This is an optimization exercise on Yosys and OpenROAD, whose aim is small area, a short achievable clock period and few clock cycles per item, not a production implementation.
Only simulation tests tie the RTL to the original design; equivalence was not proved.

--- design/flow/constraint.sdc ---
create_clock -name core_clock -period 9.0 [get_ports {i_clk}]
set_input_delay 1.8000 -clock core_clock [delete_from_list [all_inputs] [get_ports {i_clk}]]
set_output_delay 1.8000 -clock core_clock [all_outputs]
set_load 0.01 [all_outputs]
--- design/flow/flow/synth.tcl ---
proc synth {args} { yosys synth -nofsm -noshare -noabc {*}$args }
source $::env(SCRIPTS_DIR)/synth.tcl
# left out here: clear keep_hierarchy, flatten, clean up, hide names made inside functions, write 1_2_yosys.v
--- design/flow/flow/run.sh ---
#!/bin/bash
# The standard layout with two changes:
#  - the port buffers are sky130_fd_sc_hd__buf_1 cells;
#  - synthesis runs the standard flow's synthesis script with yosys's synth called with -noabc
#    as well (flow/synth.tcl), so the generic abc pass does not restructure the
#    carry-save adders before they are mapped to full and half adder cells.
#    Registers are inferred exactly as in the standard synthesis.
set -euo pipefail
here=$(pwd)
sed -e 's|SETUP_SLACK_MARGIN=5 |SETUP_SLACK_MARGIN=5 BUFFER_PORTS_ARGS="-buffer_cell sky130_fd_sc_hd__buf_1" |' \
    -e "s|SYNTH_SCRIPT=[^ ]*|SYNTH_SCRIPT=$here/flow/synth.tcl|" standard.sh > standard_b.sh
bash standard_b.sh > standard.log 2>&1
--- design/flow/standard.sh ---
#!/bin/bash
# synth_recipe.tcl (not shown) runs the flow's synth.tcl, then flattens the netlist and writes it again
# the make line also repeats each setting of config.mk as NAME=value (left out here)
make -C /OpenROAD-flow-scripts/flow DESIGN_CONFIG=/design/flow/config.mk WORK_HOME=/design/flow/orfs CLKGATE_MAP_FILE= SYNTH_SCRIPT=/design/flow/synth_recipe.tcl "${@:-finish}"
--- design/flow/design.v ---
`timescale 1ns / 1ps
`default_nettype none
package dsoyc_pkg;
    localparam int unsigned WYear    = 14;
    localparam int unsigned WMonth   = 4;
    localparam int unsigned WDay     = 5;
    localparam int unsigned WHour    = 5;
    localparam int unsigned WMinute  = 6;
    localparam int unsigned WSecond  = 6;
    localparam int unsigned WSeconds = 25;
    localparam int unsigned WDayNum  = 9;
    localparam int unsigned WTod     = 17;
    localparam logic [WYear-1:0]    YearMax  = 14'd9999;
    localparam logic [WSeconds-1:0] SecsMax  = 25'd31708799;
    localparam logic [WDayNum-1:0]  LastDayCommon = 9'd365;
    localparam logic [WDayNum-1:0]  LastDayLeap   = 9'd366;
    localparam logic [14:0] Div25Mul  = 15'd20972;
    localparam int unsigned Div25Sh   = 19;
    localparam logic [18:0] Div675Mul = 19'd397683;
    localparam int unsigned Div675Sh  = 28;
    localparam logic [12:0] Div225Mul = 13'd4661;
    localparam int unsigned Div225Sh  = 20;
    localparam logic [14:0] Div15Mul  = 15'd17477;
    localparam int unsigned Div15Sh   = 18;
    localparam logic [WMonth-1:0] MonthJan = 4'd1;
    localparam logic [WMonth-1:0] MonthMar = 4'd3;
    localparam logic [WMonth-1:0] MonthDec = 4'd12;
    function automatic logic [WDayNum-1:0] month_offset(input logic [WMonth-1:0] m,
                                                        input logic leap);
        logic [WDayNum-1:0] o;
        case (m)
            4'd1:    o = 9'd0;
            4'd2:    o = 9'd31;
            4'd3:    o = 9'd59;
            4'd4:    o = 9'd90;
            4'd5:    o = 9'd120;
            4'd6:    o = 9'd151;
            4'd7:    o = 9'd181;
            4'd8:    o = 9'd212;
            4'd9:    o = 9'd243;
            4'd10:   o = 9'd273;
            4'd11:   o = 9'd304;
            4'd12:   o = 9'd334;
            default: o = 9'd0;
        endcase
        if (leap && (m >= MonthMar) && (m <= MonthDec)) begin
            o = o + 9'd1;
        end
        month_offset = o;
    endfunction
endpackage
`default_nettype wire
`timescale 1ns / 1ps
`default_nettype none
module date_seconds_of_year_converter_unit (
    input  logic                            i_clk,
    input  logic                            i_rst_n,
    input  logic                            i_in_valid,
    output logic                            o_in_ready,
    input  logic                            i_in_mode,
    input  logic [dsoyc_pkg::WYear-1:0]     i_in_year,
    input  logic [dsoyc_pkg::WMonth-1:0]    i_in_month,
    input  logic [dsoyc_pkg::WDay-1:0]      i_in_day,
    input  logic [dsoyc_pkg::WHour-1:0]     i_in_hour,
    input  logic [dsoyc_pkg::WMinute-1:0]   i_in_minute,
    input  logic [dsoyc_pkg::WSecond-1:0]   i_in_second,
    input  logic [dsoyc_pkg::WSeconds-1:0]  i_in_seconds,
    output logic                            o_out_valid,
    input  logic                            i_out_ready,
    output logic [dsoyc_pkg::WSeconds-1:0]  o_out_seconds,
    output logic [dsoyc_pkg::WMonth-1:0]    o_out_month,
    output logic [dsoyc_pkg::WDay-1:0]      o_out_day,
    output logic [dsoyc_pkg::WHour-1:0]     o_out_hour,
    output logic [dsoyc_pkg::WMinute-1:0]   o_out_minute,
    output logic [dsoyc_pkg::WSecond-1:0]   o_out_second,
    output logic                            o_out_range_error
);
    function automatic logic [8:0] offc(input logic [3:0] m);
        case (m)
            4'd2:    offc = 9'd31;
            4'd3:    offc = 9'd59;
            4'd4:    offc = 9'd90;
            4'd5:    offc = 9'd120;
            4'd6:    offc = 9'd151;
            4'd7:    offc = 9'd181;
            4'd8:    offc = 9'd212;
            4'd9:    offc = 9'd243;
            4'd10:   offc = 9'd273;
            4'd11:   offc = 9'd304;
            4'd12:   offc = 9'd334;
            default: offc = 9'd0;
        endcase
    endfunction
    logic r_v1, r_v2, r_v3;
    logic r_out_valid, r_out_nvalid;
    logic en;
    assign en         = !r_out_valid || i_out_ready;
    assign o_in_ready = r_out_nvalid || i_out_ready;
    logic        r1_mode;
    logic        r1_leap, r1_yerr;
    logic [25:0] r1_pay;
    logic [7:0]  r1_p;
    logic        r2_mode, r2_err, r2_leap;
    logic [25:0] r2_pay;
    logic        r3_mode, r3_err;
    logic [25:0] r3_pay;
    logic [25:0] r_o_f;
    logic        r_o_z0, r_o_z1;
    logic        r_o_err;
    logic [25:0] n1_pay;
    logic [7:0]  n1_p;
    logic [11:0] n1_qi;
    logic        n1_leap, n1_yerr;
    dsoyc_inv25 u_inv25 (.q(i_in_year[13:2]), .p(n1_qi));
    assign n1_leap = (i_in_year[1:0] == 2'b00) && ((n1_qi > 12'd163) || (i_in_year[3:2] == 2'b00));
    assign n1_yerr = (i_in_year > 14'd9999);
    assign n1_p   = 8'(i_in_seconds[24:18]) + 8'(i_in_seconds[24:19]) + 8'(i_in_seconds[24:22]) + 8'd6;
    assign n1_pay = i_in_mode ? {1'b0, i_in_seconds}
                              : {i_in_month, i_in_day, i_in_hour, i_in_minute, i_in_second};
    logic        n2_leap, n2_yerr, n2_err0, n2_err1, n2_err, n2_lm;
    logic [3:0]  n2_month;
    logic [4:0]  n2_day;
    logic [4:0]  n2_hour;
    logic [5:0]  n2_minute, n2_second;
    logic [8:0]  n2_dd;
    logic [16:0] n2_tod;
    logic [24:0] n2_secs;
    logic [8:0]  n2_dq;
    logic [25:0] n2_pay;
    dsoyc_tod   u_tod   (.h(n2_hour), .m(n2_minute), .s(n2_second), .t(n2_tod));
    dsoyc_div675 u_div675 (.x(n2_secs[24:7]), .p(r1_p), .q(n2_dq));
    always_comb begin
        n2_leap = r1_leap;
        n2_yerr = r1_yerr;
        {n2_month, n2_day, n2_hour, n2_minute, n2_second} = r1_pay;
        n2_err0 = n2_yerr || (n2_month == 4'd0) || (n2_month > 4'd12) || (n2_day == 5'd0) ||
                  (n2_hour > 5'd23) || (n2_minute > 6'd59) || (n2_second > 6'd59);
        n2_dd   = 9'(n2_day) + offc(n2_month);
        n2_lm   = n2_leap && (n2_month >= 4'd3);
        n2_secs = r1_pay[24:0];
        n2_err1 = n2_yerr || (n2_secs > 25'd31708799) || (!n2_leap && (n2_secs >= 25'd31622400));
        n2_err  = r1_mode ? n2_err1 : n2_err0;
        n2_pay  = r1_mode ? {n2_dq, ~n2_secs[16:7], n2_secs[6:0]} : {n2_dd, n2_tod};
    end
    logic [16:0] n3_tod;
    logic [8:0]  n3_dq;
    logic [6:0]  n3_low;
    logic        n3_lm;
    logic [17:0] n3_y;
    logic [12:1] n3_c;
    logic [3:0]  n3_mon;
    logic [4:0]  n3_dom;
    logic [25:0] n3_pay;
    assign n3_tod = r2_pay[16:0];
    assign n3_dq  = r2_pay[25:17];
    assign n3_low = r2_pay[6:0];
    assign n3_lm  = r2_leap && !r2_mode;
    dsoyc_mac675 u_mac675 (.a(r2_pay[25:17]), .c(n3_lm), .b(r2_pay[16:7]), .y(n3_y));
    always_comb begin
        n3_c[1]  = (n3_dq != 9'd0);
        n3_c[2]  = (n3_dq > 9'd31);
        n3_c[3]  = r2_leap ? (n3_dq > 9'd60)  : (n3_dq > 9'd59);
        n3_c[4]  = r2_leap ? (n3_dq > 9'd91)  : (n3_dq > 9'd90);
        n3_c[5]  = r2_leap ? (n3_dq > 9'd121) : (n3_dq > 9'd120);
        n3_c[6]  = r2_leap ? (n3_dq > 9'd152) : (n3_dq > 9'd151);
        n3_c[7]  = r2_leap ? (n3_dq > 9'd182) : (n3_dq > 9'd181);
        n3_c[8]  = r2_leap ? (n3_dq > 9'd213) : (n3_dq > 9'd212);
        n3_c[9]  = r2_leap ? (n3_dq > 9'd244) : (n3_dq > 9'd243);
        n3_c[10] = r2_leap ? (n3_dq > 9'd274) : (n3_dq > 9'd273);
        n3_c[11] = r2_leap ? (n3_dq > 9'd305) : (n3_dq > 9'd304);
        n3_c[12] = r2_leap ? (n3_dq > 9'd335) : (n3_dq > 9'd334);
        n3_mon = 4'd0;
        for (int i = 1; i <= 12; i++) begin
            if (n3_c[i]) n3_mon = 4'(i);
        end
        n3_dom  = n3_dq[4:0] - 5'(r2_leap && n3_c[3]);
        n3_pay = r2_mode ? {n3_mon, n3_dom, ~n3_y[9:0], n3_low[6:4], n3_low[3:0]}
                         : {1'b0, n3_y[17:10], ~n3_y[9:0], n3_tod[6:0]};
    end
    logic        c_mode, c_err;
    logic [25:0] c_pay;
    logic [3:0]  c_mon;
    logic [4:0]  c_dom;
    logic [4:0]  c_day;
    logic [12:0] c_u;
    logic [3:0]  c_low;
    logic [4:0]  c_h;
    logic [10:0] c_tm;
    assign c_mode = r3_mode;
    assign c_err  = r3_err;
    assign c_pay  = r3_pay;
    assign {c_mon, c_dom, c_u, c_low} = c_pay;
    dsoyc_div225 u_div225 (.u(c_u), .q(c_h));
    dsoyc_div15  u_div15  (.v({c_u, c_low[3:2]}), .q(c_tm));
    assign c_day = c_dom - 5'(offc(c_mon));
    always_ff @(posedge i_clk) begin
        if (!i_rst_n) begin
            r_v1        <= 1'b0;
            r_v2        <= 1'b0;
            r_v3        <= 1'b0;
            r_out_valid  <= 1'b0;
            r_out_nvalid <= 1'b1;
        end else begin
            if (en) begin
                r_v1        <= i_in_valid;
                r_v2        <= r_v1;
                r_v3        <= r_v2;
                r_out_valid  <= r_v3;
                r_out_nvalid <= !r_v3;
            end
        end
    end
    always_ff @(posedge i_clk) begin
        if (en) begin
            r1_mode <= i_in_mode;
            r1_leap <= n1_leap;
            r1_yerr <= n1_yerr;
            r1_pay  <= n1_pay;
            r1_p    <= n1_p;
            r2_mode <= r1_mode;
            r2_err  <= n2_err;
            r2_leap <= r1_mode ? n2_leap : n2_lm;
            r2_pay  <= n2_pay;
            r3_mode <= r2_mode;
            r3_err  <= r2_err;
            r3_pay  <= n3_pay;
            r_o_err <= c_err;
            r_o_z0  <= !c_err && !c_mode;
            r_o_z1  <= !c_err && c_mode;
            r_o_f   <= c_mode ? {c_mon, c_day, c_h, c_tm[5:0], c_u[1:0], c_low}
                              : {c_pay[25:17], ~c_pay[16:7], c_pay[6:0]};
        end
    end
    assign o_out_valid       = r_out_valid;
    assign o_out_seconds     = r_o_f[24:0] & {25{r_o_z0}};
    logic [5:0] o_mi;
    logic [3:0] o_rm;
    assign o_mi = r_o_f[11:6] + {r_o_f[15:12], 2'b00};
    assign o_rm = r_o_f[5:2] + r_o_f[9:6];
    assign {o_out_month, o_out_day, o_out_hour} = r_o_f[25:12] & {14{r_o_z1}};
    assign o_out_minute = o_mi & {6{r_o_z1}};
    assign o_out_second = {o_rm, r_o_f[1:0]} & {6{r_o_z1}};
    assign o_out_range_error = r_o_err;
endmodule
module dsoyc_div675 (input wire [17:0] x, input wire [7:0] p, output wire [20:12] q);
    wire t1;
    wire t2;
    wire t3;
    wire t4;
    wire t5;
    wire t6;
    wire t7;
    wire t8;
    wire t9;
    wire t10;
    wire t11;
    wire t12;
    wire t13;
    wire t14;
    wire t15;
    wire t16;
    wire t17;
    wire t18;
    wire t19;
    wire t20;
    wire t21;
    wire t22;
    wire t23;
    wire t24;
    wire t25;
    wire t26;
    wire t27;
    wire t28;
    wire t29;
    wire t30;
    wire t31;
    wire t32;
    wire t33;
    wire t34;
    wire t35;
    wire t36;
    wire t37;
    wire t38;
    wire t39;
    wire t40;
    wire t41;
    wire t42;
    wire t43;
    wire t44;
    wire t45;
    wire t46;
    wire t47;
    wire t48;
    wire t49;
    wire t50;
    wire t51;
    wire t52;
    wire t53;
    wire t54;
    wire t55;
    wire t56;
    wire t57;
    wire t58;
    wire t59;
    wire t60;
    wire t61;
    wire t62;
    wire t63;
    wire t64;
    wire t65;
    wire t66;
    wire t67;
    wire t68;
    wire t69;
    wire t70;
    wire t71;
    wire t72;
    wire t73;
    wire t74;
    wire t75;
    wire t76;
    wire t77;
    wire t78;
    wire t79;
    wire t80;
    wire t81;
    wire t82;
    wire t83;
    wire t84;
    wire t85;
    wire t86;
    wire t87;
    wire t88;
    wire t89;
    wire t90;
    wire t91;
    wire t92;
    wire t93;
    wire t94;
    wire t95;
    wire t96;
    wire [21:0] ra, rb, rs;
    assign t1 = x[11] ^ x[9];
    assign t2 = x[11] & x[9];
    assign t3 = x[12] ^ x[10] ^ x[6];
    assign t4 = (x[12] & x[10]) | (x[12] & x[6]) | (x[10] & x[6]);
    assign t5 = x[1] ^ x[0];
    assign t6 = x[1] & x[0];
    assign t7 = x[13] ^ x[11] ^ x[7];
    assign t8 = (x[13] & x[11]) | (x[13] & x[7]) | (x[11] & x[7]);
    assign t9 = x[2] ^ x[1] ^ p[3];
    assign t10 = (x[2] & x[1]) | (x[2] & p[3]) | (x[1] & p[3]);
    assign t11 = x[14] ^ x[12] ^ x[8];
    assign t12 = (x[14] & x[12]) | (x[14] & x[8]) | (x[12] & x[8]);
    assign t13 = x[3] ^ x[2] ^ p[4];
    assign t14 = (x[3] & x[2]) | (x[3] & p[4]) | (x[2] & p[4]);
    assign t15 = x[15] ^ x[13] ^ x[9];
    assign t16 = (x[15] & x[13]) | (x[15] & x[9]) | (x[13] & x[9]);
    assign t17 = x[4] ^ x[3] ^ p[5];
    assign t18 = (x[4] & x[3]) | (x[4] & p[5]) | (x[3] & p[5]);
    assign t19 = x[16] ^ x[14] ^ x[10];
    assign t20 = (x[16] & x[14]) | (x[16] & x[10]) | (x[14] & x[10]);
    assign t21 = x[5] ^ x[4] ^ p[6];
    assign t22 = (x[5] & x[4]) | (x[5] & p[6]) | (x[4] & p[6]);
    assign t23 = x[17] ^ x[15] ^ x[11];
    assign t24 = (x[17] & x[15]) | (x[17] & x[11]) | (x[15] & x[11]);
    assign t25 = x[6] ^ x[5] ^ p[7];
    assign t26 = (x[6] & x[5]) | (x[6] & p[7]) | (x[5] & p[7]);
    assign t27 = x[16] ^ x[12] ^ x[7];
    assign t28 = (x[16] & x[12]) | (x[16] & x[7]) | (x[12] & x[7]);
    assign t29 = x[17] ^ x[13];
    assign t30 = x[17] & x[13];
    assign t31 = x[10] ^ x[8];
    assign t32 = x[10] & x[8];
    assign t33 = t1 ^ x[5] ^ x[0];
    assign t34 = (t1 & x[5]) | (t1 & x[0]) | (x[5] & x[0]);
    assign t35 = t2 ^ t3 ^ t5;
    assign t36 = (t2 & t3) | (t2 & t5) | (t3 & t5);
    assign t37 = t4 ^ t6 ^ t7;
    assign t38 = (t4 & t6) | (t4 & t7) | (t6 & t7);
    assign t39 = t8 ^ t10 ^ t11;
    assign t40 = (t8 & t10) | (t8 & t11) | (t10 & t11);
    assign t41 = t12 ^ t14 ^ t15;
    assign t42 = (t12 & t14) | (t12 & t15) | (t14 & t15);
    assign t43 = t16 ^ t18 ^ t19;
    assign t44 = (t16 & t18) | (t16 & t19) | (t18 & t19);
    assign t45 = t20 ^ t22 ^ t23;
    assign t46 = (t20 & t22) | (t20 & t23) | (t22 & t23);
    assign t47 = t24 ^ t26 ^ t27;
    assign t48 = (t24 & t26) | (t24 & t27) | (t26 & t27);
    assign t49 = t28 ^ t29 ^ x[8];
    assign t50 = (t28 & t29) | (t28 & x[8]) | (t29 & x[8]);
    assign t51 = t30 ^ x[14] ^ x[9];
    assign t52 = (t30 & x[14]) | (t30 & x[9]) | (x[14] & x[9]);
    assign t53 = x[15] ^ x[10];
    assign t54 = x[15] & x[10];
    assign t55 = x[16] ^ x[11];
    assign t56 = x[16] & x[11];
    assign t57 = x[17] ^ x[12];
    assign t58 = x[17] & x[12];
    assign t59 = t31 ^ x[4];
    assign t60 = t31 & x[4];
    assign t61 = t32 ^ t33 ^ p[1];
    assign t62 = (t32 & t33) | (t32 & p[1]) | (t33 & p[1]);
    assign t63 = t34 ^ t35 ^ p[2];
    assign t64 = (t34 & t35) | (t34 & p[2]) | (t35 & p[2]);
    assign t65 = t36 ^ t37 ^ t9;
    assign t66 = (t36 & t37) | (t36 & t9) | (t37 & t9);
    assign t67 = t38 ^ t39 ^ t13;
    assign t68 = (t38 & t39) | (t38 & t13) | (t39 & t13);
    assign t69 = t40 ^ t41 ^ t17;
    assign t70 = (t40 & t41) | (t40 & t17) | (t41 & t17);
    assign t71 = t42 ^ t43 ^ t21;
    assign t72 = (t42 & t43) | (t42 & t21) | (t43 & t21);
    assign t73 = t44 ^ t45 ^ t25;
    assign t74 = (t44 & t45) | (t44 & t25) | (t45 & t25);
    assign t75 = t46 ^ t47 ^ x[6];
    assign t76 = (t46 & t47) | (t46 & x[6]) | (t47 & x[6]);
    assign t77 = t48 ^ t49 ^ x[7];
    assign t78 = (t48 & t49) | (t48 & x[7]) | (t49 & x[7]);
    assign t79 = t50 ^ t51 ^ x[8];
    assign t80 = (t50 & t51) | (t50 & x[8]) | (t51 & x[8]);
    assign t81 = t52 ^ t53 ^ x[9];
    assign t82 = (t52 & t53) | (t52 & x[9]) | (t53 & x[9]);
    assign t83 = t54 ^ t55 ^ x[10];
    assign t84 = (t54 & t55) | (t54 & x[10]) | (t55 & x[10]);
    assign t85 = t56 ^ t57 ^ x[11];
    assign t86 = (t56 & t57) | (t56 & x[11]) | (t57 & x[11]);
    assign t87 = t58 ^ x[13] ^ x[12];
    assign t88 = (t58 & x[13]) | (t58 & x[12]) | (x[13] & x[12]);
    assign t89 = x[14] ^ x[13];
    assign t90 = x[14] & x[13];
    assign t91 = x[15] ^ x[14];
    assign t92 = x[15] & x[14];
    assign t93 = x[16] ^ x[15];
    assign t94 = x[16] & x[15];
    assign t95 = x[17] ^ x[16];
    assign t96 = x[17] & x[16];
    assign ra = {1'b0, 1'b0, t96, t94, t92, t90, t88, t86, t84, t82, t80, t78, t76, t74, t72, t70, t68, t66, t64, t62, t60, t59};
    assign rb = {1'b0, 1'b0, x[17], t95, t93, t91, t89, t87, t85, t83, t81, t79, t77, t75, t73, t71, t69, t67, t65, t63, t61, p[0]};
    assign rs = ra + rb;
    assign q = rs[20:12];
endmodule
module dsoyc_div225 (input wire [12:0] u, output wire [13:9] q);
    wire t1;
    wire t2;
    wire t3;
    wire t4;
    wire t5;
    wire t6;
    wire t7;
    wire t8;
    wire t9;
    wire t10;
    wire t11;
    wire t12;
    wire t13;
    wire t14;
    wire t15;
    wire t16;
    wire t17;
    wire t18;
    wire t19;
    wire t20;
    wire t21;
    wire t22;
    wire t23;
    wire t24;
    wire t25;
    wire t26;
    wire t27;
    wire t28;
    wire t29;
    wire t30;
    wire t31;
    wire t32;
    wire t33;
    wire t34;
    wire t35;
    wire t36;
    wire t37;
    wire t38;
    wire t39;
    wire t40;
    wire t41;
    wire t42;
    wire t43;
    wire t44;
    wire t45;
    wire t46;
    wire t47;
    wire t48;
    wire t49;
    wire t50;
    wire t51;
    wire t52;
    wire t53;
    wire t54;
    wire [14:0] ra, rb, rs;
    assign t1 = u[9] ^ u[7];
    assign t2 = u[9] & u[7];
    assign t3 = u[10] ^ u[8] ^ u[7];
    assign t4 = (u[10] & u[8]) | (u[10] & u[7]) | (u[8] & u[7]);
    assign t5 = u[3] ^ u[0];
    assign t6 = u[3] & u[0];
    assign t7 = u[11] ^ u[9] ^ u[8];
    assign t8 = (u[11] & u[9]) | (u[11] & u[8]) | (u[9] & u[8]);
    assign t9 = u[4] ^ u[1];
    assign t10 = u[4] & u[1];
    assign t11 = u[12] ^ u[10] ^ u[9];
    assign t12 = (u[12] & u[10]) | (u[12] & u[9]) | (u[10] & u[9]);
    assign t13 = u[5] ^ u[2];
    assign t14 = u[5] & u[2];
    assign t15 = u[11] ^ u[10] ^ u[6];
    assign t16 = (u[11] & u[10]) | (u[11] & u[6]) | (u[10] & u[6]);
    assign t17 = u[12] ^ u[11];
    assign t18 = u[12] & u[11];
    assign t19 = t1 ^ u[6];
    assign t20 = t1 & u[6];
    assign t21 = t2 ^ t3 ^ t5;
    assign t22 = (t2 & t3) | (t2 & t5) | (t3 & t5);
    assign t23 = t4 ^ t6 ^ t7;
    assign t24 = (t4 & t6) | (t4 & t7) | (t6 & t7);
    assign t25 = t8 ^ t10 ^ t11;
    assign t26 = (t8 & t10) | (t8 & t11) | (t10 & t11);
    assign t27 = t12 ^ t14 ^ t15;
    assign t28 = (t12 & t14) | (t12 & t15) | (t14 & t15);
    assign t29 = t16 ^ t17 ^ u[7];
    assign t30 = (t16 & t17) | (t16 & u[7]) | (t17 & u[7]);
    assign t31 = t18 ^ u[12] ^ u[8];
    assign t32 = (t18 & u[12]) | (t18 & u[8]) | (u[12] & u[8]);
    assign t33 = t19 ^ u[2];
    assign t34 = t19 & u[2];
    assign t35 = t20 ^ t21 ^ 1'b1;
    assign t36 = (t20 & t21) | (t20 & 1'b1) | (t21 & 1'b1);
    assign t37 = t22 ^ t23 ^ t9;
    assign t38 = (t22 & t23) | (t22 & t9) | (t23 & t9);
    assign t39 = t24 ^ t25 ^ t13;
    assign t40 = (t24 & t25) | (t24 & t13) | (t25 & t13);
    assign t41 = t26 ^ t27 ^ u[3];
    assign t42 = (t26 & t27) | (t26 & u[3]) | (t27 & u[3]);
    assign t43 = t28 ^ t29 ^ u[4];
    assign t44 = (t28 & t29) | (t28 & u[4]) | (t29 & u[4]);
    assign t45 = t30 ^ t31 ^ u[5];
    assign t46 = (t30 & t31) | (t30 & u[5]) | (t31 & u[5]);
    assign t47 = t32 ^ u[9] ^ u[6];
    assign t48 = (t32 & u[9]) | (t32 & u[6]) | (u[9] & u[6]);
    assign t49 = u[10] ^ u[7];
    assign t50 = u[10] & u[7];
    assign t51 = u[11] ^ u[8];
    assign t52 = u[11] & u[8];
    assign t53 = u[12] ^ u[9];
    assign t54 = u[12] & u[9];
    assign ra = {1'b0, u[12], u[11], t54, t52, t50, t48, t46, t44, t42, t40, t38, t36, t34, t33};
    assign rb = {1'b0, 1'b0, 1'b0, u[10], t53, t51, t49, t47, t45, t43, t41, t39, t37, t35, 1'b1};
    assign rs = ra + rb;
    assign q = rs[13:9];
endmodule
module dsoyc_div15 (input wire [14:0] v, output wire [16:6] q);
    wire t1;
    wire t2;
    wire t3;
    wire t4;
    wire t5;
    wire t6;
    wire t7;
    wire t8;
    wire t9;
    wire t10;
    wire t11;
    wire t12;
    wire t13;
    wire t14;
    wire t15;
    wire t16;
    wire t17;
    wire t18;
    wire t19;
    wire t20;
    wire t21;
    wire t22;
    wire t23;
    wire t24;
    wire t25;
    wire t26;
    wire t27;
    wire t28;
    wire t29;
    wire t30;
    wire t31;
    wire t32;
    wire t33;
    wire t34;
    wire t35;
    wire t36;
    wire t37;
    wire t38;
    wire t39;
    wire t40;
    wire t41;
    wire t42;
    wire t43;
    wire t44;
    wire t45;
    wire t46;
    wire [17:0] ra, rb, rs;
    assign t1 = v[12] ^ v[8];
    assign t2 = v[12] & v[8];
    assign t3 = v[13] ^ v[9];
    assign t4 = v[13] & v[9];
    assign t5 = v[14] ^ v[10];
    assign t6 = v[14] & v[10];
    assign t7 = t1 ^ v[4];
    assign t8 = t1 & v[4];
    assign t9 = t2 ^ t3 ^ v[5];
    assign t10 = (t2 & t3) | (t2 & v[5]) | (t3 & v[5]);
    assign t11 = t4 ^ t5 ^ v[6];
    assign t12 = (t4 & t5) | (t4 & v[6]) | (t5 & v[6]);
    assign t13 = t6 ^ v[11] ^ v[7];
    assign t14 = (t6 & v[11]) | (t6 & v[7]) | (v[11] & v[7]);
    assign t15 = v[12] ^ v[8];
    assign t16 = v[12] & v[8];
    assign t17 = v[13] ^ v[9];
    assign t18 = v[13] & v[9];
    assign t19 = v[14] ^ v[10];
    assign t20 = v[14] & v[10];
    assign t21 = v[10] ^ v[6];
    assign t22 = v[10] & v[6];
    assign t23 = v[11] ^ v[7] ^ v[3];
    assign t24 = (v[11] & v[7]) | (v[11] & v[3]) | (v[7] & v[3]);
    assign t25 = t7 ^ v[0] ^ 1'b1;
    assign t26 = (t7 & v[0]) | (t7 & 1'b1) | (v[0] & 1'b1);
    assign t27 = t8 ^ t9 ^ v[1];
    assign t28 = (t8 & t9) | (t8 & v[1]) | (t9 & v[1]);
    assign t29 = t10 ^ t11 ^ v[2];
    assign t30 = (t10 & t11) | (t10 & v[2]) | (t11 & v[2]);
    assign t31 = t12 ^ t13 ^ v[3];
    assign t32 = (t12 & t13) | (t12 & v[3]) | (t13 & v[3]);
    assign t33 = t14 ^ t15 ^ v[4];
    assign t34 = (t14 & t15) | (t14 & v[4]) | (t15 & v[4]);
    assign t35 = t16 ^ t17 ^ v[5];
    assign t36 = (t16 & t17) | (t16 & v[5]) | (t17 & v[5]);
    assign t37 = t18 ^ t19 ^ v[6];
    assign t38 = (t18 & t19) | (t18 & v[6]) | (t19 & v[6]);
    assign t39 = t20 ^ v[11] ^ v[7];
    assign t40 = (t20 & v[11]) | (t20 & v[7]) | (v[11] & v[7]);
    assign t41 = v[12] ^ v[8];
    assign t42 = v[12] & v[8];
    assign t43 = v[13] ^ v[9];
    assign t44 = v[13] & v[9];
    assign t45 = v[14] ^ v[10];
    assign t46 = v[14] & v[10];
    assign ra = {1'b0, v[14], v[13], v[12], t46, t44, t42, t40, t38, t36, t34, t32, t30, t28, t26, t24, t22, t21};
    assign rb = {1'b0, 1'b0, 1'b0, 1'b0, v[11], t45, t43, t41, t39, t37, t35, t33, t31, t29, t27, t25, t23, v[2]};
    assign rs = ra + rb;
    assign q = rs[16:6];
endmodule
module dsoyc_tod (input wire [4:0] h, input wire [5:0] m, input wire [5:0] s, output wire [16:0] t);
    wire t1;
    wire t2;
    wire t3;
    wire t4;
    wire t5;
    wire t6;
    wire t7;
    wire t8;
    wire t9;
    wire t10;
    wire t11;
    wire t12;
    wire t13;
    wire t14;
    wire t15;
    wire t16;
    wire t17;
    wire t18;
    wire t19;
    wire t20;
    wire t21;
    wire t22;
    wire t23;
    wire t24;
    wire t25;
    wire t26;
    wire t27;
    wire t28;
    wire t29;
    wire t30;
    wire [16:0] ra, rb, rs;
    assign t1 = ~m[0] ^ s[2];
    assign t2 = ~m[0] & s[2];
    assign t3 = ~m[1] ^ s[3];
    assign t4 = ~m[1] & s[3];
    assign t5 = h[0] ^ ~m[2] ^ s[4];
    assign t6 = (h[0] & ~m[2]) | (h[0] & s[4]) | (~m[2] & s[4]);
    assign t7 = h[1] ^ ~m[3] ^ s[5];
    assign t8 = (h[1] & ~m[3]) | (h[1] & s[5]) | (~m[3] & s[5]);
    assign t9 = h[2] ^ m[0] ^ ~m[4];
    assign t10 = (h[2] & m[0]) | (h[2] & ~m[4]) | (m[0] & ~m[4]);
    assign t11 = h[3] ^ m[1] ^ ~m[5];
    assign t12 = (h[3] & m[1]) | (h[3] & ~m[5]) | (m[1] & ~m[5]);
    assign t13 = h[4] ^ m[2] ^ 1'b1;
    assign t14 = (h[4] & m[2]) | (h[4] & 1'b1) | (m[2] & 1'b1);
    assign t15 = ~h[0] ^ m[3];
    assign t16 = ~h[0] & m[3];
    assign t17 = ~h[1] ^ m[4];
    assign t18 = ~h[1] & m[4];
    assign t19 = ~h[2] ^ m[5];
    assign t20 = ~h[2] & m[5];
    assign t21 = h[0] ^ ~h[3];
    assign t22 = h[0] & ~h[3];
    assign t23 = h[1] ^ ~h[4];
    assign t24 = h[1] & ~h[4];
    assign t25 = h[2] ^ 1'b1;
    assign t26 = h[2] & 1'b1;
    assign t27 = h[3] ^ 1'b1;
    assign t28 = h[3] & 1'b1;
    assign t29 = h[4] ^ 1'b1;
    assign t30 = h[4] & 1'b1;
    assign ra = {t28, t26, t24, t22, t20, t18, t16, t14, t12, t10, t8, t6, t4, t2, t1, s[1], s[0]};
    assign rb = {t29, t27, t25, t23, t21, t19, t17, t15, t13, t11, t9, t7, t5, t3, 1'b1, 1'b0, 1'b0};
    assign rs = ra + rb;
    assign t = rs[16:0];
endmodule
module dsoyc_mac675 (input wire [8:0] a, input wire [0:0] c, input wire [9:0] b, output wire [17:0] y);
    wire t1;
    wire t2;
    wire t3;
    wire t4;
    wire t5;
    wire t6;
    wire t7;
    wire t8;
    wire t9;
    wire t10;
    wire t11;
    wire t12;
    wire t13;
    wire t14;
    wire t15;
    wire t16;
    wire t17;
    wire t18;
    wire t19;
    wire t20;
    wire t21;
    wire t22;
    wire t23;
    wire t24;
    wire t25;
    wire t26;
    wire t27;
    wire t28;
    wire t29;
    wire t30;
    wire t31;
    wire t32;
    wire t33;
    wire t34;
    wire t35;
    wire t36;
    wire t37;
    wire t38;
    wire t39;
    wire t40;
    wire t41;
    wire t42;
    wire t43;
    wire t44;
    wire t45;
    wire t46;
    wire t47;
    wire t48;
    wire t49;
    wire t50;
    wire t51;
    wire t52;
    wire t53;
    wire t54;
    wire t55;
    wire t56;
    wire t57;
    wire t58;
    wire t59;
    wire t60;
    wire t61;
    wire t62;
    wire t63;
    wire t64;
    wire t65;
    wire t66;
    wire t67;
    wire t68;
    wire t69;
    wire t70;
    wire t71;
    wire t72;
    wire t73;
    wire t74;
    wire t75;
    wire t76;
    wire [17:0] ra, rb, rs;
    assign t1 = a[5] ^ a[4];
    assign t2 = a[5] & a[4];
    assign t3 = a[6] ^ a[5];
    assign t4 = a[6] & a[5];
    assign t5 = a[7] ^ a[6] ^ a[2];
    assign t6 = (a[7] & a[6]) | (a[7] & a[2]) | (a[6] & a[2]);
    assign t7 = a[0] ^ c[0];
    assign t8 = a[0] & c[0];
    assign t9 = a[8] ^ a[7] ^ a[3];
    assign t10 = (a[8] & a[7]) | (a[8] & a[3]) | (a[7] & a[3]);
    assign t11 = a[1] ^ b[8];
    assign t12 = a[1] & b[8];
    assign t13 = a[8] ^ a[4] ^ a[2];
    assign t14 = (a[8] & a[4]) | (a[8] & a[2]) | (a[4] & a[2]);
    assign t15 = a[0] ^ c[0] ^ b[9];
    assign t16 = (a[0] & c[0]) | (a[0] & b[9]) | (c[0] & b[9]);
    assign t17 = a[5] ^ a[3];
    assign t18 = a[5] & a[3];
    assign t19 = a[1] ^ a[0];
    assign t20 = a[1] & a[0];
    assign t21 = a[2] ^ a[1];
    assign t22 = a[2] & a[1];
    assign t23 = a[3] ^ a[2];
    assign t24 = a[3] & a[2];
    assign t25 = a[4] ^ a[3];
    assign t26 = a[4] & a[3];
    assign t27 = t1 ^ a[0] ^ c[0];
    assign t28 = (t1 & a[0]) | (t1 & c[0]) | (a[0] & c[0]);
    assign t29 = t2 ^ t3 ^ a[1];
    assign t30 = (t2 & t3) | (t2 & a[1]) | (t3 & a[1]);
    assign t31 = t4 ^ t5 ^ t7;
    assign t32 = (t4 & t5) | (t4 & t7) | (t5 & t7);
    assign t33 = t6 ^ t8 ^ t9;
    assign t34 = (t6 & t8) | (t6 & t9) | (t8 & t9);
    assign t35 = t10 ^ t12 ^ t13;
    assign t36 = (t10 & t12) | (t10 & t13) | (t12 & t13);
    assign t37 = t14 ^ t16 ^ t17;
    assign t38 = (t14 & t16) | (t14 & t17) | (t16 & t17);
    assign t39 = t18 ^ a[6] ^ a[4];
    assign t40 = (t18 & a[6]) | (t18 & a[4]) | (a[6] & a[4]);
    assign t41 = a[7] ^ a[5];
    assign t42 = a[7] & a[5];
    assign t43 = a[8] ^ a[6];
    assign t44 = a[8] & a[6];
    assign t45 = a[0] ^ c[0];
    assign t46 = a[0] & c[0];
    assign t47 = t19 ^ c[0] ^ b[1];
    assign t48 = (t19 & c[0]) | (t19 & b[1]) | (c[0] & b[1]);
    assign t49 = t20 ^ t21 ^ b[2];
    assign t50 = (t20 & t21) | (t20 & b[2]) | (t21 & b[2]);
    assign t51 = t22 ^ t23 ^ b[3];
    assign t52 = (t22 & t23) | (t22 & b[3]) | (t23 & b[3]);
    assign t53 = t24 ^ t25 ^ b[4];
    assign t54 = (t24 & t25) | (t24 & b[4]) | (t25 & b[4]);
    assign t55 = t26 ^ t27 ^ b[5];
    assign t56 = (t26 & t27) | (t26 & b[5]) | (t27 & b[5]);
    assign t57 = t28 ^ t29 ^ b[6];
    assign t58 = (t28 & t29) | (t28 & b[6]) | (t29 & b[6]);
    assign t59 = t30 ^ t31 ^ b[7];
    assign t60 = (t30 & t31) | (t30 & b[7]) | (t31 & b[7]);
    assign t61 = t32 ^ t33 ^ t11;
    assign t62 = (t32 & t33) | (t32 & t11) | (t33 & t11);
    assign t63 = t34 ^ t35 ^ t15;
    assign t64 = (t34 & t35) | (t34 & t15) | (t35 & t15);
    assign t65 = t36 ^ t37 ^ a[1];
    assign t66 = (t36 & t37) | (t36 & a[1]) | (t37 & a[1]);
    assign t67 = t38 ^ t39 ^ a[2];
    assign t68 = (t38 & t39) | (t38 & a[2]) | (t39 & a[2]);
    assign t69 = t40 ^ t41 ^ a[3];
    assign t70 = (t40 & t41) | (t40 & a[3]) | (t41 & a[3]);
    assign t71 = t42 ^ t43 ^ a[4];
    assign t72 = (t42 & t43) | (t42 & a[4]) | (t43 & a[4]);
    assign t73 = t44 ^ a[7] ^ a[5];
    assign t74 = (t44 & a[7]) | (t44 & a[5]) | (a[7] & a[5]);
    assign t75 = a[8] ^ a[6];
    assign t76 = a[8] & a[6];
    assign ra = {a[8], t76, t74, t72, t70, t68, t66, t64, t62, t60, t58, t56, t54, t52, t50, t48, t46, t45};
    assign rb = {1'b0, a[7], t75, t73, t71, t69, t67, t65, t63, t61, t59, t57, t55, t53, t51, t49, t47, b[0]};
    assign rs = ra + rb;
    assign y = rs[17:0];
endmodule
module dsoyc_inv25 (input wire [11:0] q, output wire [11:0] p);
    wire t1;
    wire t2;
    wire t3;
    wire t4;
    wire t5;
    wire t6;
    wire t7;
    wire t8;
    wire t9;
    wire t10;
    wire t11;
    wire t12;
    wire t13;
    wire t14;
    wire t15;
    wire t16;
    wire t17;
    wire t18;
    wire t19;
    wire t20;
    wire [11:0] ra, rb, rs;
    assign t1 = q[11] ^ q[8];
    assign t2 = q[11] & q[8];
    assign t3 = q[10] ^ q[7];
    assign t4 = q[10] & q[7];
    assign t5 = t1 ^ q[6] ^ q[1];
    assign t6 = (t1 & q[6]) | (t1 & q[1]) | (q[6] & q[1]);
    assign t7 = q[5] ^ q[2];
    assign t8 = q[5] & q[2];
    assign t9 = q[6] ^ q[3] ^ q[1];
    assign t10 = (q[6] & q[3]) | (q[6] & q[1]) | (q[3] & q[1]);
    assign t11 = q[7] ^ q[4] ^ q[2];
    assign t12 = (q[7] & q[4]) | (q[7] & q[2]) | (q[4] & q[2]);
    assign t13 = q[8] ^ q[5] ^ q[3];
    assign t14 = (q[8] & q[5]) | (q[8] & q[3]) | (q[5] & q[3]);
    assign t15 = q[9] ^ q[6] ^ q[4];
    assign t16 = (q[9] & q[6]) | (q[9] & q[4]) | (q[6] & q[4]);
    assign t17 = t3 ^ q[5] ^ q[0];
    assign t18 = (t3 & q[5]) | (t3 & q[0]) | (q[5] & q[0]);
    assign t19 = t4 ^ t5 ^ q[0];
    assign t20 = (t4 & t5) | (t4 & q[0]) | (t5 & q[0]);
    assign ra = {t18, t16, t14, t12, t10, t8, t7, q[4], q[3], q[2], q[1], q[0]};
    assign rb = {t19, t17, t15, t13, t11, t9, q[0], q[1], q[0], 1'b0, 1'b0, 1'b0};
    assign rs = ra + rb;
    assign p = rs[11:0];
endmodule
`default_nettype wire
--- design/flow/config.mk ---
export PLATFORM = sky130hd
export DESIGN_NAME = date_seconds_of_year_converter_unit
export DESIGN_NICKNAME = date_seconds_of_year_converter_unit
export VERILOG_FILES = /design/flow/design.v
export SDC_FILE = /design/flow/constraint.sdc
export NUM_CORES = 4
export LEC_CHECK = 0
export CAP_MARGIN = 20
export CORE_MARGIN = 2
export CORE_UTILIZATION = 40
export SETUP_SLACK_MARGIN = 5
export SLEW_MARGIN = 20
==> flow_metrics.tcl, run 1 <==
set metrics [dict create \
    status "timing/DRC/antenna clean" \
    setup_viol 0 \
    post_synth_fa_ha_maj_area_fraction_pct 36.2 \
    drive_above_1_share_pct 14.0 \
    yosysWarningCount 1 \
    timing.critical_path.max_delay_family "buffers and inverters" \
    die_area_um2 34700 \
    async_reset_ff_share_pct 0 \
    clock_skew_ps 14.6 \
    drt.antenna.violating_nets 0 \
    summed_negative_setup_slack_over_all_endpoints_ps 0 \
    globalRouteTotalUtil_pct 18.2 \
    gp_congestion 0.911 \
    worst_slew_pin_slew_ps 1060 \
    hpwl_um 22000 \
    synth_compound_gate_area_share_pct 12.9 \
    initial_core_util_pct 40.7 \
    synth.top_cells.by_area "edfxtp_1, ha_1, fa_1, a21oi_1, xnor2_1" \
    numCtsBuffers 17 \
    synth_top_cell_by_area "edfxtp_1" \
    ys_top_cells_by_count "ha_1, edfxtp_1, fa_1, inv_1, a21oi_1" \
    ys_seq_elements 128 \
    placed_cell_area_um2 14200 \
    first_global_vias 9769 \
    post_synth.cell_area_avg_um2 10.9 \
    worst_skew_pair.late_latency_ps 430 \
    worst_slew_margin_rel_pct 29.2 \
    cts_tree "yes" \
    netlist_area_um2 13300 \
    synth_sequential_area_ratio_pct 28.6 \
    average_routed_wire_per_standard_cell_um 16.3 \
    grt_first_pass_wirelength_um 49500 \
    period_minus_slack_ps 4030 \
    path_class "in2out" \
    cpMostUsedCell "buf_6" \
    die_height_um 186 \
    area.growth.synth_to_final_pct 17.1 \
    mappedNetlistNets 1608 \
    gr-total-overflow 0 \
    antenna_cells_inserted 0 \
    cts.root.buffer_cell "clkbuf_16" \
    synth_top_family_by_area "adder cells" \
    worst-path-max-fanout 2 \
    via_count 9718 \
    cp-end-kind "output port" \
    synth-edff-count 123 \
    timing_max_transition_violations_final 0 \
    max_clock_freq_ghz 0.248 \
    hold_viol_final 0 \
    cts.clk_slew.worst_paths_ps 60 \
    synth_xor_xnor_area_share_pct 4.62 \
    synth_cells 1217 \
    synth.distinct_cells 65 \
    grt_max_degree 88 \
    cts.path.max_buffers 2 \
    coreArea_um2 32600 \
    post_synth_mux_area_share_pct 3.63 \
    fin_crit_sh_pct 44.8 \
    worst_setup_path_start_kind "primary input" \
    postLayoutCellArea_um2 15600 \
    worst_min_path_class "reg2reg" \
    remaining_drc_errors 0 \
    drt_first_pass_iters 5 \
    r2r_slack_ps 4990 \
    grt_antenna_before_repair 0 \
    timing.max_cap.violations 0 \
    timing.critical_path.arrival_ps 2230 \
    std_cell_rows 66 \
    critPathRequiredTime_ps 7200 \
    cts.sinks 128 \
    final_net_count 1796 \
    yosys.area_share.simple_pct 10.8 \
    port-buffer-count 123 \
    synthMostInstantiatedCell "ha_1" \
    rsz0062_at_grt "true" \
    via_per_inst 5.23 \
    clock_tree.htree_level_count 4 \
    total_wirelength_of_the_detailed_routed_design_um 30300 \
    drt_iter0_drc 542 \
    share_of_yosys_cell_area_claimed_by_the_top_area_cell_type_pct 27.8 \
    max_stage_delay_ps 220 \
    worst_path_bufs_invs 2 \
    critical-path-slowest-cell "or2_4" \
    cp_cell_sequence "buf_6, or2_4, buf_6" \
    ys.flop_type "edfxtp_1" \
    die_w_um 186 \
    floorplan.io_pins 124 \
]
## state kept, by name, indices dropped and copies added, names as in the netlist, 8 cells and up
name and count:
r1_pay 26, r2_pay 26, r3_pay 26, r_o_f 26, r1_p 8
## cells in the final DEF (no fill, tap or decap), drive strengths merged, types with 6 or more instances in the layout
cell | Yosys | routed
o21bai | 12 | 12
mux2 | 33 | 33
nand2b | 10 | 10
a31oi | 11 | 11
a21o | 19 | 19
fa | 105 | 105
a21boi | 7 | 7
ha | 216 | 216
o21a | 9 | 9
edfxtp | 123 | 123
o22ai | 6 | 6
nand3 | 28 | 28
a21oi | 83 | 83
nand2 | 52 | 52
inv | 91 | 94
nor2 | 59 | 59
clkbuf | 24 | 22
and2 | 55 | 55
o31a | 6 | 6
clkinv | 0 | 6
nor2b | 14 | 14
o21ai | 47 | 47
xnor2 | 46 | 46
a211oi | 8 | 8
xor2 | 24 | 24
buf | 1 | 189
nor3 | 18 | 18
mux2i | 11 | 11
nand4 | 12 | 12
## final timing paths
check              start         end  depth (start not counted)
max reg2reg   r1_pay[19]  r2_pay[22]                         13
max          i_out_ready  o_in_ready                          3
min reg2reg    r2_pay[5]   r3_pay[5]                          0
min            r2_pay[5]   r3_pay[5]                          0
## what timing repair did
item,CTS,global route
hold buffers,0,0
cloned,0,0
pin swaps,10,40
resized for setup,19,41
endpoints found under the setup margin,19,16
buffers inserted,53,16
## logic make-up (layout without fill, tap and decap cells)
family / count (synthesis) / in the layout
xor gates and xnor gates: 70 / 70
DFF: 128 / 128
adders and majority gates: 321 / 321
buffers and inverters: 116 / 316
AOI/OAI and AO/OA: 259 / 259
muxes: 44 / 44
and+or+nand+nor: 279 / 279
## routing by layer
metal / global-route usage [%] / wire length (um)
met1: 23.2 / 13600
met2: 31.5 / 14700
met3: 3.04 / 1290
met4: 6.05 / 777
met5: 0 / 0
## worst reg2reg max path, delay by kind of cell (launching register included)
family,cells,cell delay [ps]
xor+xnor,1,120
flops,1,480
buf+inv,2,310
fa+ha+maj,4,1870
compound gates,5,850
simple gates,1,100
## through the flow
stage	util, %	worst slack [ps]	std cells	hold WS (ps)
2_1_floorplan	-	4780	1217	400
3_3_place_gp	43.6	4440	1759	403
3_5_place_dp	43.6	4400	1759	405
4_1_cts	46.8	4960	1843	419
5_1_grt	47.7	4880	1859	430
6_report	47.7	4970	1859	418
## layout make-up
| class | instances | area [um2] |
|---|---|---|
| clock inverters | 14 | 110 |
| fillers | 3004 | 17100 |
| well taps | 442 | 553 |
| multi-input cells | 973 | 9300 |
| inverters | 91 | 345 |
| repair buffers | 194 | 1020 |
| flip-flops and latches | 128 | 3790 |
| clock buffers | 17 | 425 |
Testbench counts, summed over its fixed seeds: cycles 24,032, items 24,000.
==> inputs of run 2 (changes only) <==
--- a/design/flow/config.mk
+++ b/design/flow/config.mk
@@ -10,2 +10,4 @@
 export CORE_UTILIZATION = 40
+export CTS_BUF_LIST = sky130_fd_sc_hd__clkbuf_8
+export PLACE_DENSITY = 0.5
 export SETUP_SLACK_MARGIN = 5
==> flow_metrics.tcl, run 2 <==
set metrics [dict create \
    die_w_um 186 \
    worst_slew_margin_rel_pct 47.1 \
    period_minus_slack_ps 4030 \
    average_routed_wire_per_standard_cell_um 16.4 \
    first_global_vias 9950 \
    synth_sequential_area_ratio_pct 28.6 \
    timing.critical_path.max_delay_family "simple AND/OR/NAND/NOR gates" \
    timing.reg2reg.worst_path_depth 12 \
    setup_viol 0 \
    gp_congestion 0.886 \
    synth.top_cells.by_area "edfxtp_1, ha_1, fa_1, a21oi_1, xnor2_1" \
    critPathRequiredTime_ps 7200 \
    antenna_cells_inserted 0 \
    most_frequent_standard_cell_in_the_layout_excluding_fill_and_tap_cells "ha_1" \
    layout.cells.most_common_list "ha_1, edfxtp_1, buf_1" \
    cp-end-kind "output port" \
    top_usage_layer "met2" \
    worst-path-max-fanout 2 \
    cp_num_cells 3 \
    hpwl_um 23000 \
    async_reset_ff_share_pct 0 \
    worst_min_path_class "reg2reg" \
    cts.path.max_buffers 2 \
    critical-path-slowest-cell "or2_4" \
    worst_hold_startpoint "r2_pay[3]" \
    r2r_slack_ps 5080 \
    globalRouteMet3Util_pct 3.04 \
    max_clock_freq_ghz 0.248 \
    drive_above_1_share_pct 14.3 \
    timing.critical_path.arrival_ps 2230 \
    std_cell_rows 66 \
    via_per_inst 5.16 \
    yosysWarningCount 1 \
    via_count 9676 \
    finalNonFillerCells 1874 \
    rsz0062_at_grt "true" \
    die_area_um2 34700 \
    coreArea_um2 32600 \
    synthMostInstantiatedCell "ha_1" \
    cp_cell_sequence "buf_8, or2_4, buf_6" \
    utilization_pct 47.5 \
    mappedNetlistNets 1608 \
    area.growth.synth_to_final_pct 16.7 \
    total_wirelength_of_the_detailed_routed_design_um 30700 \
    fill_cells 3105 \
    post_synth.cell_area_avg_um2 10.9 \
    synth-edff-count 123 \
    worst_path_bufs_invs 2 \
    worst_setup_path_start_kind "primary input" \
    remaining_drc_errors 0 \
    port-buffer-count 123 \
    drt_iter0_drc 463 \
    post_cts_hold_buffer_count 0 \
    hold_viol_final 0 \
    cts.root.buffer_cell "clkbuf_8" \
    initial_core_util_pct 40.7 \
    synth_cells 1217 \
    grt_first_pass_wirelength_um 50900 \
    timing.max_cap.violations 0 \
    met2_usage_pct 32.7 \
    drt_first_pass_iters 5 \
    path_class "in2out" \
    summed_negative_setup_slack_over_all_endpoints_ps 0 \
    worstSetupEndpoint "o_in_ready" \
    worst_skew_pair.late_latency_ps 470 \
    drt.antenna.violating_nets 0 \
    grt_max_degree 52 \
    share_of_yosys_cell_area_claimed_by_the_top_area_cell_type_pct 27.8 \
    gr-total-overflow 0 \
    netlist_area_um2 13300 \
    cts.sinks 128 \
    total_instance_count_after_detailed_placement 1761 \
    cts_tree "yes" \
    floorplan.io_pins 124 \
    numCtsBuffers 17 \
    status "timing/DRC/antenna clean" \
    worst_slew_pin_slew_ps 794 \
    ys_top_cells_by_count "ha_1, edfxtp_1, fa_1, inv_1, a21oi_1" \
    grt_use_met1_pct 24.5 \
    die_height_um 186 \
    fin_crit_sh_pct 44.8 \
    grt_antenna_before_repair 0 \
    r2r-end "r_o_f[15]" \
    ys_seq_elements 128 \
    ys.flop_type "edfxtp_1" \
    synth_top_cell_by_area "edfxtp_1" \
    clock_skew_ps 17.1 \
    max_stage_delay_ps 220 \
    startpoint_of_the_worst_setup_timing_path "i_out_ready" \
    synth.distinct_cells 65 \
    timing_max_transition_violations_final 0 \
    globalRouteTotalUtil_pct 18.9 \
    cts.clk_slew.worst_paths_ps 80 \
    critical_path.reg2reg.startpoint "r3_pay[12]" \
    clock_tree.htree_level_count 4 \
    min_path_cells 0 \
    final_net_count 1810 \
]
-- run 2: per-stage QoR --
step	instance area [um2]	setup WS, ps	hold WS, ps
final	15500	4970	421
after global routing	15500	4900	424
after CTS	15100	4950	424
after detailed placement	14200	4450	405
after global placement	14200	4470	402
after floorplan	13300	4780	400
-- run 2: logic make-up after synthesis --
kind of cell / Yosys count / synth area share, %
fa+ha+maj: 321 / 36.2
simple gates: 279 / 10.8
xor+xnor: 70 / 4.62
flops: 128 / 28.6
buf+inv: 116 / 3.28
compound gates: 259 / 12.9
mux: 44 / 3.63
-- run 2: what timing repair did --
item	CTS	global route
cloned	0	0
pin swaps	12	40
buffers inserted	57	24
setup endpoints to repair	18	18
gates resized for setup	20	41
-- run 2: area by class of cell --
| type | count | area, um2 | area share (%) |
|---|---|---|---|
| well taps | 442 | 553 | 3.57 |
| clock buffers | 17 | 234 | 1.51 |
| inverters | 91 | 348 | 2.25 |
| flip-flops and latches | 128 | 3790 | 24.5 |
| multi-input cells | 973 | 9290 | 60.0 |
| clock inverters | 15 | 145 | 0.937 |
| repair buffers | 208 | 1130 | 7.29 |
-- run 2: worst min path at each step --
stage	endpoint	slack, ps
after CTS	r3_pay[3]	420
after floorplan	r3_err	400
after global placement	r3_pay[0]	400
after global routing	r3_pay[3]	420
final	r3_pay[3]	420
after detailed placement	r3_pay[6]	400
-- run 2: layer usage --
layer,part of all wire (%),wire length [um],up-vias
met5,0,0,-
met4,2.0,603,0
met3,3.8,1150,38
met2,48,14800,225
met1,46,14200,4623
li1,-,-,4790
-- run 2: worst reg2reg max path: stages, from the launching register on --
cell and delay [ps]:
edfxtp_1 450, buf_4 180, fa_1 500, fa_1 540, fa_1 500, ha_1 300
a21o_1 190, a211oi_4 250, o21ai_2 110, a31o_2 260, a21oi_2 160, nand2_1 80
xnor2_1 160
==> inputs of run 3 (changes only) <==
--- a/design/flow/config.mk
+++ b/design/flow/config.mk
@@ -11,3 +11,3 @@
 export CTS_BUF_LIST = sky130_fd_sc_hd__clkbuf_8
-export PLACE_DENSITY = 0.5
+export PLACE_DENSITY = 0.75
 export SETUP_SLACK_MARGIN = 5
==> flow_metrics.tcl, run 3 <==
set metrics [dict create \
    most_frequent_standard_cell_in_the_layout_excluding_fill_and_tap_cells "ha_1" \
    status "timing/DRC/antenna clean" \
    hpwl_um 21900 \
    layout.cells.most_common_list "ha_1, edfxtp_1, buf_1" \
    drive_above_1_share_pct 13.6 \
    synth_xor_xnor_area_share_pct 4.62 \
    ys.flop_type "edfxtp_1" \
    die_w_um 186 \
    cts.root.buffer_cell "clkbuf_8" \
    worst_slew_margin_rel_pct 43.5 \
    setup_viol 0 \
    yosys.area_share.simple_pct 10.8 \
    synth_top_family_by_area "adder cells" \
    cp_cell_sequence "buf_8, or2_4, buf_6" \
    synth_compound_gate_area_share_pct 12.9 \
    synth_sequential_area_ratio_pct 28.6 \
    grt_max_degree 73 \
    ys_top_cells_by_count "ha_1, edfxtp_1, fa_1, inv_1, a21oi_1" \
    antenna_cells_inserted 0 \
    area.growth.synth_to_final_pct 16.5 \
    worst_setup_path_start_kind "primary input" \
    period_minus_slack_ps 4030 \
    worst-path-max-fanout 2 \
    fin_crit_sh_pct 44.8 \
    post_cts_hold_buffer_count 0 \
    max_stage_delay_ps 220 \
    rsz0062_at_grt "true" \
    cts.clk_slew.worst_paths_ps 90 \
    share_of_yosys_cell_area_claimed_by_the_top_area_cell_type_pct 27.8 \
    gp_congestion 0.912 \
    path_class "in2out" \
    synth.top_cells.by_area "edfxtp_1, ha_1, fa_1, a21oi_1, xnor2_1" \
    cts.path.max_buffers 2 \
    max_clock_freq_ghz 0.248 \
    remaining_drc_errors 0 \
    via_count 9923 \
    floorplan.io_pins 124 \
    r2r_slack_ps 5020 \
    timing.critical_path.arrival_ps 2230 \
    total_wirelength_of_the_detailed_routed_design_um 30000 \
    min_path_cells 0 \
    timing.max_cap.violations 0 \
    synth-edff-count 123 \
    post_synth_mux_area_share_pct 3.63 \
    worst_hold_startpoint "r2_pay[1]" \
    timing_max_transition_violations_final 0 \
    grt_antenna_before_repair 0 \
    coreArea_um2 32600 \
    std_cell_rows 66 \
    cts_tree "yes" \
    first_global_vias 10100 \
    cts.sinks 128 \
    clock_skew_ps 14.3 \
    mappedNetlistNets 1608 \
    drt_iter0_drc 747 \
    drt.antenna.violating_nets 0 \
    summed_negative_setup_slack_over_all_endpoints_ps 0 \
    port-buffer-count 123 \
    via_per_inst 5.32 \
    drt_first_pass_iters 6 \
    worst_min_path_class "reg2reg" \
    synth.distinct_cells 65 \
    post_synth.cell_area_avg_um2 10.9 \
    final_net_count 1800 \
    async_reset_ff_share_pct 0 \
    critical-path-slowest-cell "or2_4" \
    critPathRequiredTime_ps 7200 \
    die_area_um2 34700 \
    yosysWarningCount 1 \
    whs_endpoint "r3_pay[1]" \
    netlist_area_um2 13300 \
    synth_top_cell_by_area "edfxtp_1" \
    worst_skew_pair.late_latency_ps 480 \
    critical_path.reg2reg.startpoint "r1_pay[23]" \
    worst_hold_slack_ps 418 \
    synth_cells 1217 \
    worst_slew_pin_slew_ps 847 \
    grt_first_pass_wirelength_um 48700 \
    globalRouteTotalUtil_pct 17.8 \
    r2r-end "r2_pay[20]" \
    cp-end-kind "output port" \
    synthMostInstantiatedCell "ha_1" \
    timing.reg2reg.worst_path_depth 12 \
    average_routed_wire_per_standard_cell_um 16.1 \
    hold_viol_final 0 \
    initial_core_util_pct 40.7 \
    ys_seq_elements 128 \
    numCtsBuffers 17 \
    clock_tree.htree_level_count 4 \
    gr-total-overflow 0 \
    die_height_um 186 \
    post_synth_fa_ha_maj_area_fraction_pct 36.2 \
]
-- run 3: area by class of cell --
| cell class | count | area (um2) |
|---|---|---|
| fillers | 2905 | 17100 |
| multi-input cells | 973 | 9270 |
| flip-flops and latches | 128 | 3790 |
| repair buffers | 198 | 1050 |
| well taps | 442 | 553 |
| inverters | 91 | 345 |
| clock buffers | 17 | 234 |
| clock inverters | 15 | 220 |
-- run 3: logic make-up after synthesis --
logic type,after synthesis
fa+ha+maj,321
mux,44
simple gates,279
compound gates,259
xor+xnor,70
flops,128
buf+inv,116
-- run 3: worst max-delay path by stage --
stage | endpoint | slack (ps) | start | cells after the start
after floorplan | r1_leap | 4780 | i_out_ready | 2
after global placement | r3_pay[23] | 4500 | r2_leap | 13
after detailed placement | r3_pay[23] | 4410 | r2_leap | 13
after CTS | o_in_ready | 4950 | i_out_ready | 3
after global routing | r2_pay[20] | 4920 | r1_pay[23] | 12
final | o_in_ready | 4970 | i_out_ready | 3
-- run 3: per-stage QoR --
step | area [um2] | util [%] | instances | setup slack (ps)
2_1_floorplan | 13300 | - | 1217 | 4780
6_report | 15500 | 47.4 | 1864 | 4970
4_1_cts | 15100 | 46.4 | 1845 | 4950
3_5_place_dp | 14200 | 43.7 | 1761 | 4410
3_3_place_gp | 14200 | 43.7 | 1761 | 4500
5_1_grt | 15500 | 47.4 | 1864 | 4920
-- run 3: critical path, delay by kind of cell --
family / cells / cell delay, ps
buffers and inverters: 2 / 210
AND/OR/NAND/NOR: 1 / 220
-- run 3: what timing repair did --
| item | CTS | global route |
|---|---|---|
| buffers inserted | 52 | 19 |
| gates resized for setup | 13 | 41 |
| pin swaps | 8 | 31 |
| setup endpoints to repair | 18 | 17 |
-- run 3: per-layer routing --
| metal | GRT usage, % | wire, um | part of all wire, % |
|---|---|---|---|
| met5 | 0 | 0 | 0 |
| met4 | 5.95 | 782 | 2.6 |
| met3 | 3.25 | 1400 | 4.7 |
| met2 | 31.0 | 14600 | 49 |
| met1 | 22.3 | 13200 | 44 |
==> inputs of run 4 (changes only) <==
--- a/design/flow/config.mk
+++ b/design/flow/config.mk
@@ -11,3 +11,2 @@
 export CTS_BUF_LIST = sky130_fd_sc_hd__clkbuf_8
-export PLACE_DENSITY = 0.75
 export SETUP_SLACK_MARGIN = 5
==> flow_metrics.tcl, run 4 <==
set metrics [dict create \
    status "timing/DRC/antenna clean" \
    layout.cells.most_common_list "ha_1, edfxtp_1, buf_1" \
    max_stage_delay_ps 220 \
    average_routed_wire_per_standard_cell_um 16.1 \
    clock_skew_ps 20.9 \
    synth_sequential_area_ratio_pct 28.6 \
    cts.root.buffer_cell "clkbuf_8" \
    netlist_area_um2 13300 \
    clock_tree.htree_level_count 4 \
    timing_max_transition_violations_final 0 \
    cts.path.max_buffers 2 \
    coreArea_um2 32600 \
    gp_congestion 0.911 \
    max_clock_freq_ghz 0.248 \
    synth_top_cell_by_area "edfxtp_1" \
    cts_tree "yes" \
    synth-edff-count 123 \
    synth.top_cells.by_area "edfxtp_1, ha_1, fa_1, a21oi_1, xnor2_1" \
    die_height_um 186 \
    grt_max_degree 88 \
    timing.max_cap.violations 0 \
    post_synth.cell_area_avg_um2 10.9 \
    synthMostInstantiatedCell "ha_1" \
    share_of_yosys_cell_area_claimed_by_the_top_area_cell_type_pct 27.8 \
    area.growth.synth_to_final_pct 16.0 \
    path_class "in2out" \
    fin_crit_sh_pct 44.8 \
    summed_negative_setup_slack_over_all_endpoints_ps 0 \
    numCtsBuffers 17 \
    mappedNetlistNets 1608 \
    dp_slack_ps 4400 \
    globalRouteTotalUtil_pct 18.2 \
    ys_seq_elements 128 \
    period_minus_slack_ps 4030 \
    utilization_pct 47.2 \
    worst_skew_pair.late_latency_ps 460 \
    std_cell_rows 66 \
    ys_top_cells_by_count "ha_1, edfxtp_1, fa_1, inv_1, a21oi_1" \
    most_frequent_standard_cell_in_the_layout_excluding_fill_and_tap_cells "ha_1" \
    cts.clk_slew.worst_paths_ps 80 \
    ys.flop_type "edfxtp_1" \
    worst_slew_margin_rel_pct 29.9 \
    cp-end-kind "output port" \
    worst-path-max-fanout 2 \
    critPathRequiredTime_ps 7200 \
    setup_ws_ps 4970 \
    hold_viol_final 0 \
    drt.antenna.violating_nets 0 \
    floorplan.io_pins 124 \
    rsz0062_at_grt "true" \
    antenna_cells_inserted 0 \
    worst_min_path_class "reg2reg" \
    synth_cells 1217 \
    die_w_um 186 \
    gr-total-overflow 0 \
    synth.distinct_cells 65 \
    critical-path-slowest-cell "or2_4" \
    via_per_inst 5.21 \
    remaining_drc_errors 0 \
    post_cts_hold_buffer_count 0 \
    timing.critical_path.max_delay_family "buffers and inverters" \
    drt_iter0_drc 522 \
    yosysWarningCount 1 \
    via_count 9717 \
    final_net_count 1803 \
    setup_viol 0 \
    worst_setup_path_start_kind "primary input" \
    initial_core_util_pct 40.7 \
    total_wirelength_of_the_detailed_routed_design_um 30100 \
    async_reset_ff_share_pct 0 \
    die_area_um2 34700 \
    drive_above_1_share_pct 14.3 \
    grt_first_pass_wirelength_um 49600 \
    cpMostUsedCell "buf_6" \
    worst_slew_pin_slew_ps 1050 \
    first_global_vias 9802 \
    drt_first_pass_iters 6 \
    worst_path_bufs_invs 2 \
    cts.sinks 128 \
    cp_cell_sequence "buf_6, or2_4, buf_6" \
    grt_antenna_before_repair 0 \
    hpwl_um 22000 \
    timing.critical_path.arrival_ps 2230 \
    port-buffer-count 123 \
    fill_cells 3035 \
]
## run 4: cell count changes in the layout (fill, tap and decap cells not counted), sizes merged
| cell | delta |
|---|---|
| clkbuf | +2 |
| clkinvlp | +2 |
| buf | +1 |
| clkinv | +5 |
| bufinv | -4 |
| inv | -4 |
## run 4: routing by layer
layer / vias to the layer above / global-route usage (%) / part of all wire (%)
li1: 4779 / - / -
met1: 4663 / 23.6 / 46
met2: 230 / 31.6 / 49
met4: 0 / 5.45 / 2.3
met5: - / 0 / 0
met3: 45 / 2.71 / 3.5
## run 4: final timing paths
kind                     from          to  slack [ps]  cells after the start
setup reg to reg   r1_pay[23]  r2_pay[23]        5000                     13
hold / removal      r2_pay[5]   r3_pay[5]         420                      0
hold reg to reg     r2_pay[5]   r3_pay[5]         420                      0
setup / recovery  i_out_ready  o_in_ready        4970                      3
## run 4: repair_timing
action / in CTS / in global routing
resized for setup: 22 / 40
setup endpoints to repair: 19 / 18
hold endpoints to repair: 0 / 0
buffers inserted: 61 / 15
pin swaps: 7 / 47
## run 4: stage by stage
step	std cells	instance area [um2]	hold WS [ps]
after floorplan	1217	13300	400
after global placement	1759	14200	403
after detailed placement	1759	14200	405
after CTS	1851	15200	425
after global routing	1866	15400	437
final	1866	15400	423
## run 4: area by class of cell
type | count | area, um2 | area share, %
Sequential cell | 128 | 3790 | 24.6
Timing Repair Buffer | 201 | 1080 | 7.03
Tap cell | 442 | 553 | 3.59
Clock inverter | 14 | 110 | 0.715
Inverter | 91 | 345 | 2.24
Clock buffer | 17 | 234 | 1.52
Multi-Input combinational cell | 973 | 9290 | 60.3
## run 4: kinds of logic (layout without fill, tap and decap cells)
logic type	Yosys count	after routing	share of synthesized area, %
compound gates	259	259	12.9
fa+ha+maj	321	321	36.2
buf+inv	116	323	3.28
simple gates	279	279	10.8
flops	128	128	28.6
mux	44	44	3.63
xor+xnor	70	70	4.62

what the ideal ports hide:
In the flow no input, the clock included, has a driving cell. The finished layouts below were timed again as built, in two steps.
Step 1: set_driving_cell puts a clkbuf_16 on i_clk and a buf_2 on each other input, an assumption about the parent block.
Step 2 times the ports against the registers' clock, not the clock port: input delays grow and output delays shrink by t, the midpoint of the rising clock arrivals with the driver on.
Slacks: ideal / step 1 / step 2; pairs: ideal / step 1.
run	shift t [ns]	slack for setup (ns)	slew at the worst register clock pin (ns)	worst slew at a driven data input, ns	cell pins on the clock port's net
run 1	0.467	4.967 / 4.935 / 4.711	0.07 / 0.07	0.04	1
run 2	0.514	4.966 / 4.924 / 4.691	0.09 / 0.09	0.05	1
run 3	0.514	4.972 / 4.934 / 4.683	0.09 / 0.09	0.05	1
run 4	0.488	4.967 / 4.935 / 4.718	0.09 / 0.09	0.04	1
After both steps every run listed still meets setup and hold. For run 3, which loses most, drivers alone change the setup slack by -0.038 ns; drivers and shift together by -0.289 ns.
